From an optimization exercise on the open Yosys and OpenROAD flow, aimed at small area, a short achievable clock period and few clock cycles per item; shortcuts taken in it are not production practice. Function was checked by simulation only, so behaviour that the tests miss may differ from the original.

## flow/design.v

```verilog
module player_motion #(
  parameter int QM         = 6,
  parameter int QN         = 10,
  parameter int MAP_BITS   = 4,
  parameter int MOVE_STEP  = 5,
  parameter int DIAG_SCALE = 724,
  parameter int ROT_COS    = 1020,
  parameter int ROT_SIN    = 89,
  parameter int START_X    = 1536,
  parameter int START_Y    = 11776,
  parameter int START_FX   = 0,
  parameter int START_FY   = -1024,
  parameter int START_VX   = 512,
  parameter int START_VY   = 0
) (
  input  logic                       clk,
  input  logic                       reset,
  input  logic                       tick,
  input  logic                       moveF,
  input  logic                       moveB,
  input  logic                       strafeL,
  input  logic                       strafeR,
  input  logic                       rotL,
  input  logic                       rotR,
  output logic                       map_req,
  output logic [MAP_BITS-1:0]        map_col,
  output logic [MAP_BITS-1:0]        map_row,
  input  logic                       map_ack,
  input  logic [1:0]                 map_val,
  output logic signed [QM+QN-1:0]    playerX,
  output logic signed [QM+QN-1:0]    playerY,
  output logic signed [QM+QN-1:0]    facingX,
  output logic signed [QM+QN-1:0]    facingY,
  output logic signed [QM+QN-1:0]    vplaneX,
  output logic signed [QM+QN-1:0]    vplaneY,
  output logic                       busy,
  output logic                       done,
  output logic                       missed
);
  localparam int W = QM + QN;
  localparam int W2 = 2 * W;
  localparam logic signed [W-1:0] K_STEP  = W'(MOVE_STEP);
  localparam logic signed [W-1:0] K_DIAG  = W'(DIAG_SCALE);
  localparam logic signed [W-1:0] K_COS   = W'(ROT_COS);
  localparam logic signed [W-1:0] K_SIN   = W'(ROT_SIN);
  typedef enum logic [2:0] {IDLE, CALC, ROT, CHKX, CHKY, COMMIT} state_t;
  state_t              state_q, state_d;
  logic [5:0]          ctrl_q;
  logic                done_q, missed_q;
  logic signed [W-1:0] px_q, py_q, fx_q, fy_q, vx_q, vy_q;
  logic signed [W-1:0] nx_q, ny_q, nfx_q, nfy_q, nvx_q, nvy_q;
  logic signed [W-1:0] fwd_x, fwd_y, side_x, side_y, sum_x, sum_y, dx, dy;
  logic signed [W-1:0] rot_s;
  logic                fwd_on, side_on, rot_on;
  function automatic logic signed [W-1:0] fx_mac(input logic signed [W-1:0] a, input logic signed [W-1:0] b,
                                                 input logic signed [W-1:0] c, input logic signed [W-1:0] d);
    logic signed [2*W-1:0] p;
    p = W2'(a) * W2'(b) + W2'(c) * W2'(d);
    p = p >>> QN;
    fx_mac = p[W-1:0];
  endfunction
  function automatic logic signed [W-1:0] fx_mul(input logic signed [W-1:0] a, input logic signed [W-1:0] b);
    fx_mul = fx_mac(a, b, '0, '0);
  endfunction
  always_comb begin
    fwd_on  = ctrl_q[5] ^ ctrl_q[4];
    side_on = ctrl_q[3] ^ ctrl_q[2];
    fwd_x   = '0;
    fwd_y   = '0;
    side_x  = '0;
    side_y  = '0;
    if (ctrl_q[5] && !ctrl_q[4]) begin
      fwd_x = fx_q;
      fwd_y = fy_q;
    end else if (ctrl_q[4] && !ctrl_q[5]) begin
      fwd_x = -fx_q;
      fwd_y = -fy_q;
    end
    if (ctrl_q[2] && !ctrl_q[3]) begin
      side_x = -fy_q;
      side_y = fx_q;
    end else if (ctrl_q[3] && !ctrl_q[2]) begin
      side_x = fy_q;
      side_y = -fx_q;
    end
    sum_x = fwd_x + side_x;
    sum_y = fwd_y + side_y;
    dx    = fx_mul(sum_x, K_STEP);
    dy    = fx_mul(sum_y, K_STEP);
    if (fwd_on && side_on) begin
      dx = fx_mul(dx, K_DIAG);
      dy = fx_mul(dy, K_DIAG);
    end
    rot_on = ctrl_q[1] ^ ctrl_q[0];
    rot_s  = ctrl_q[0] ? K_SIN : -K_SIN;
  end
  logic oob_x, oob_y, wall;
  function automatic logic [MAP_BITS-1:0] map_cell(input logic signed [W-1:0] v);
    map_cell = v[QN+MAP_BITS-1:QN];
  endfunction
  function automatic logic off_map(input logic signed [W-1:0] v);
    logic signed [W-1:0] t;
    t = v >>> (QN + MAP_BITS);
    off_map = t != '0;
  endfunction
  assign oob_x = off_map(nx_q);
  assign oob_y = off_map(ny_q);
  assign wall  = map_val != 2'b00;
  always_ff @(posedge clk or negedge reset) begin
    if (!reset) state_q <= IDLE;
    else        state_q <= state_d;
  end
  always_comb begin
    state_d = state_q;
    case (state_q)
      IDLE:   if (tick) state_d = CALC;
      CALC:   state_d = ROT;
      ROT:    state_d = CHKX;
      CHKX:   if (oob_x || map_ack) state_d = CHKY;
      CHKY:   if (oob_y || map_ack) state_d = COMMIT;
      COMMIT: state_d = IDLE;
      default: state_d = IDLE;
    endcase
  end
  always_comb begin
    busy    = state_q != IDLE;
    map_req = 1'b0;
    map_col = '0;
    map_row = '0;
    if (state_q == CHKX) begin
      map_req = !oob_x;
      map_col = map_cell(nx_q);
      map_row = map_cell(py_q);
    end else if (state_q == CHKY) begin
      map_req = !oob_y;
      map_col = map_cell(nx_q);
      map_row = map_cell(ny_q);
    end
  end
  always_ff @(posedge clk or negedge reset) begin
    if (!reset) begin
      ctrl_q   <= '0;
      done_q   <= 1'b0;
      missed_q <= 1'b0;
      px_q     <= W'(START_X);
      py_q     <= W'(START_Y);
      fx_q     <= W'(START_FX);
      fy_q     <= W'(START_FY);
      vx_q     <= W'(START_VX);
      vy_q     <= W'(START_VY);
    end else begin
      done_q   <= state_q == COMMIT;
      missed_q <= tick && (state_q != IDLE);
      if (state_q == IDLE && tick) ctrl_q <= {moveF, moveB, strafeL, strafeR, rotL, rotR};
      if (state_q == COMMIT) begin
        px_q <= nx_q;
        py_q <= ny_q;
        fx_q <= nfx_q;
        fy_q <= nfy_q;
        vx_q <= nvx_q;
        vy_q <= nvy_q;
      end
    end
  end
  always_ff @(posedge clk) begin
    case (state_q)
      CALC: begin
        nx_q <= px_q + dx;
        ny_q <= py_q + dy;
      end
      ROT: begin
        nfx_q <= rot_on ? fx_mac(fx_q, K_COS, fy_q, -rot_s) : fx_q;
        nfy_q <= rot_on ? fx_mac(fx_q, rot_s, fy_q, K_COS)  : fy_q;
        nvx_q <= rot_on ? fx_mac(vx_q, K_COS, vy_q, -rot_s) : vx_q;
        nvy_q <= rot_on ? fx_mac(vx_q, rot_s, vy_q, K_COS)  : vy_q;
      end
      CHKX: if (oob_x || (map_ack && wall)) nx_q <= px_q;
      CHKY: if (oob_y || (map_ack && wall)) ny_q <= py_q;
      default: ;
    endcase
  end
  assign playerX = px_q;
  assign playerY = py_q;
  assign facingX = fx_q;
  assign facingY = fy_q;
  assign vplaneX = vx_q;
  assign vplaneY = vy_q;
  assign done    = done_q;
  assign missed  = missed_q;
endmodule
```

## flow/run.sh

```bash
#!/bin/bash
# synth_recipe.tcl (not shown) runs the flow's synth.tcl, then flattens the netlist and writes it again
# the make line also repeats each setting of config.mk as NAME=value (left out here)
make -C /OpenROAD-flow-scripts/flow DESIGN_CONFIG=/design/flow/config.mk WORK_HOME=/design/flow/orfs CLKGATE_MAP_FILE= SYNTH_SCRIPT=/design/flow/synth_recipe.tcl finish
```

## flow/config.mk

```make
export PLATFORM = sky130hd
export DESIGN_NAME = player_motion
export DESIGN_NICKNAME = player_motion
export VERILOG_FILES = /design/flow/design.v
export SDC_FILE = /design/flow/constraint.sdc
export NUM_CORES = 4
export LEC_CHECK = 0
export CAP_MARGIN = 20
export CORE_MARGIN = 2
export CORE_UTILIZATION = 40
export SLEW_MARGIN = 20
```

## flow/constraint.sdc

```tcl
create_clock -name core_clock -period 11.5 [get_ports {clk}]
set_input_delay 2.3000 -clock core_clock [delete_from_list [all_inputs] [get_ports {clk}]]
set_output_delay 2.3000 -clock core_clock [all_outputs]
set_load 0.01 [all_outputs]
```

==> results.txt <==
[how the worst max path moves through the flow]
stage	startpoint	end	slack [ns]
floorplan	ctrl_q[5]$_DFFE_PN0P_	ny_q[15]$_DFFE_PP_	0.36
global placement	ctrl_q[5]$_DFFE_PN0P_	ny_q[15]$_DFFE_PP_	0.30
detailed placement	fx_q[0]$_DFFE_PN0P_	ny_q[15]$_DFFE_PP_	0.04
CTS	fx_q[0]$_DFFE_PN0P_	ny_q[15]$_DFFE_PP_	0.009
global route	ctrl_q[4]$_DFFE_PN0P_	ny_q[15]$_DFFE_PP_	-0.1
finish	fx_q[2]$_DFFE_PN0P_	ny_q[15]$_DFFE_PP_	0.63
[metrics by stage]
step | area (µm²) | setup WS, ns
after detailed placement | 60200 | 0.0383
after CTS | 61100 | 0.00894
after floorplan | 56400 | 0.360
after global placement | 60200 | 0.297
after global routing | 61500 | -0.0976
final | 61500 | 0.630
[registers in the layout, indices dropped and copies added (netlist names), 3 cells and up]
signal	count
nfy_q	16
fx_q	16
fy_q	16
nvy_q	16
px_q	16
nx_q	16
vy_q	16
vx_q	16
nvx_q	16
nfx_q	16
ny_q	16
ctrl_q	6
state_q	3
py_q	16
[critical path: cells and delay by family, from the launching register on]
family                   cells  cell delay [ns]
AND/OR/NAND/NOR             16             1.91
adder cells (fa/ha/maj)     10             3.61
flip-flops                   1             0.45
buffers and inverters        6             0.44
AO/OA/AOI/OAI               17             3.57
XOR/XNOR                     4             0.68
[routing by layer]
metal	GRT usage [%]	share of wire (%)
met2	36.5	48
met3	2.35	4.3
met5	0	0.013
met1	29.6	45
met4	4.13	2.4
[cells by family (layout without fill, tap and decap cells)]
group	count (synthesis)	count (layout)	share of synthesized area, %
AOI/OAI and AO/OA	716	716	7.96
xor gates and xnor gates	341	341	5.40
adders and majority gates	1920	1920	56.7
buffers and inverters	1664	1757	11.1
DFF	203	203	9.88
muxes	6	6	0.113
other	1	3	0.00665
and+or+nand+nor	1111	1111	8.85
[cell type report]
type                       instances  area [µm²]
clock inverter                    19         235
sequential                       203        5580
tap                             1876        2350
multi-input combinational       4096       44900
timing repair buffer             254        2220
inverter                        1453        5460
fill                           13580       78200
clock buffer                      31         711
antenna                            1        2.50
[cell usage in the layout, fill, tap and decap left out, types with 8 or more instances in the layout]
cell / n
o31ai_1: 24
dfstp_2: 13
inv_1: 1444
dfrtp_1: 92
o22ai_1: 10
a21oi_2: 10
o21ai_1: 13
o211ai_1: 13
edfxtp_1: 96
fa_1: 1062
o21bai_1: 29
clkdlybuf4s50_1: 118
or3_1: 17
clkbuf_16: 27
nor3_1: 57
o21ai_0: 209
nand2b_1: 29
a21o_1: 59
xnor2_1: 232
nor2_1: 255
or2_2: 53
nand2_1: 493
nand4_1: 8
and3_1: 19
nor2b_1: 56
and2_1: 38
xor2_1: 98
a21oi_1: 172
a22o_1: 13
a31oi_1: 29
o21a_1: 40
a211oi_1: 10
buf_4: 130
ha_1: 853
nand3_1: 45
[what timing repair did]
action / CTS / global route
setup buffers: 0 / 9
endpoints found under the setup margin: 1 / 16
gates resized for setup: 1 / 74
pin swaps: 0 / 18
==> flow_summary_export.csv <==
group,metric,value,unit
setup_path,required,11.84,ns
hold_path,min-delay-path-class,"flip-flop to flip-flop",
cts,htree_num_levels,1,
cells_and_area,finalNonFillerCells,7933,
timing,post-route-period-util,94.5,%
drt,dr.pass1.iters,5,
place,place.gp.congestion,0.919,
yosys,yosysMostFrequentCell,"inv_1",
yosys,yosysSeqAreaShare,9.88,%
global_routing,grt_pass1_vias,42587,
yosys,synth_area_per_cell,9.46,µm²
floorplan,fp.dieArea,144000,µm²
cells_and_area,nNetsFinal,7967,
setup_path,crit_type,"flip-flop to flip-flop",
setup_path,crit_top_cell,"ha_1",
cells_and_area,post-route-util,44.0,%
flow_run,maxCapViolations,0,
setup_path,ff2ff_path_depth,53,
global_routing,overflow,0,
cts,cts_num_sinks,203,
cts,hold_buffers,0,
setup_path,slowest_delay,0.53,ns
drt,drt_iter0_drc,2010,
yosys,synth_top_area_share,37.7,%
drt,vias,39357,
yosys,netlist_area,56400,µm²
timing,tightest_slew,1.08,ns
global_routing,grtUsageTotal,21.5,%
setup_path,critical_path_arrival,11.21,ns
timing,max_freq,92.0,MHz
timing,slew_viol_final,0,
timing,relSlewSlack,27.7,%
timing,setup_viol,0,
yosys,synth_commonest_cells,"inv_1 (1,445), fa_1 (1,062), ha_1 (858)",
hold_path,hold_end,"vx_q[11]$_DFFE_PN0P_",
yosys,synth.distinct_cells,87,
place,portBuffers,119,
timing,finalClockSkew,0.0300,ns
cts,cts_buffers,27,
yosys,synth_top_area_cell,"fa_1",
hold_path,hp-start,"nvx_q[11]$_DFFE_PP_",
setup_path,worstPathMaxFanout,6,
setup_path,ff2ff_setup_slack,0.63,ns
drt,drc,0,
place,dp_cells,7873,
status,status,"timing/DRC/antenna clean",
cells_and_area,area_delta_synth_final,8.94,%
cts,clk_latency,0.60,ns
cells_and_area,drive_gt1_share,5.47,%
cts,clk_pin_slew,0.07,ns
timing,holdWs,0.412,ns
cts,cts_tree,"built",
floorplan,die_x,380,µm
timing,min_period,10.87,ns
floorplan,start_util,40.4,%
global_routing,antenna_found_initial,5,
yosys,synth.area.top_cells,"fa_1 (38%), ha_1 (19%), inv_1 (9.6%)",
yosys,synth-edff-count,96,
setup_path,reg2reg_to,"ny_q[15]$_DFFE_PP_",
place,dp_hpwl,126000,µm
setup_path,r2r-start,"fx_q[2]$_DFFE_PN0P_",
yosys,async_reset_ff_share,52.7,%
global_routing,grt_max_degree,83,
cts,cts_buffer_depth,3,
floorplan,rows,137,
yosys,synth_ff_type,"edfxtp_1",
timing,hold_viol_final,0,
global_routing,grt_pass1_wl,243000,µm
timing,tns,0,ns
drt,ant_nets,0,
setup_path,cpMaxStageDelayCell,"fa_1",
setup_path,worst_setup_path_end_kind,"flip-flop",
drt,post_drt_wl_per_cell,18.8,µm
hold_path,hold_path_depth,2,
drt,vias_per_cell,4.96,
floorplan,io_pins,120,
drt,totalWireLength,149000,µm
yosys,syn_inst,5962,
cts,cts_root_buf,"clkbuf_16",
floorplan,die_h,380,µm
yosys,synth.ff_latch_count,203,
floorplan,core,140000,µm²
yosys,synth_warnings,1,
setup_path,critPathLaunchType,"flip-flop",
Testbench counts, summed over its fixed seeds: cycles 21,413, ticks 3,200.

port drivers added, routing unchanged:
The flow's constraints put no driver on any port. The routed layout listed below was extracted and timed again, unchanged, in two steps. Step 1 (the two cells are an assumption about what drives the block):
set clk [get_ports {clk}]
set_driving_cell -lib_cell sky130_fd_sc_hd__clkbuf_16 $clk
set_driving_cell -lib_cell sky130_fd_sc_hd__buf_2 [delete_from_list [all_inputs] $clk]
Step 2 times the ports against the registers' clock, not the clock port: input delays grow and output delays shrink by t, the midpoint of the rising clock arrivals with the driver on. a / b / c = ideal / step 1 / step 2; a / b = the first two.
t, ns: 0.655
setup slack, ns: 0.630 / 0.630 / 0.630
hold WS [ns]: 0.412 / 0.412 / 0.412
worst setup path at the end: register to register
cell pins on the clock port's net: 1
After both steps this run still meets setup and hold. For this run, drivers alone change the setup slack by 0.000 ns; drivers and shift together by 0.000 ns.
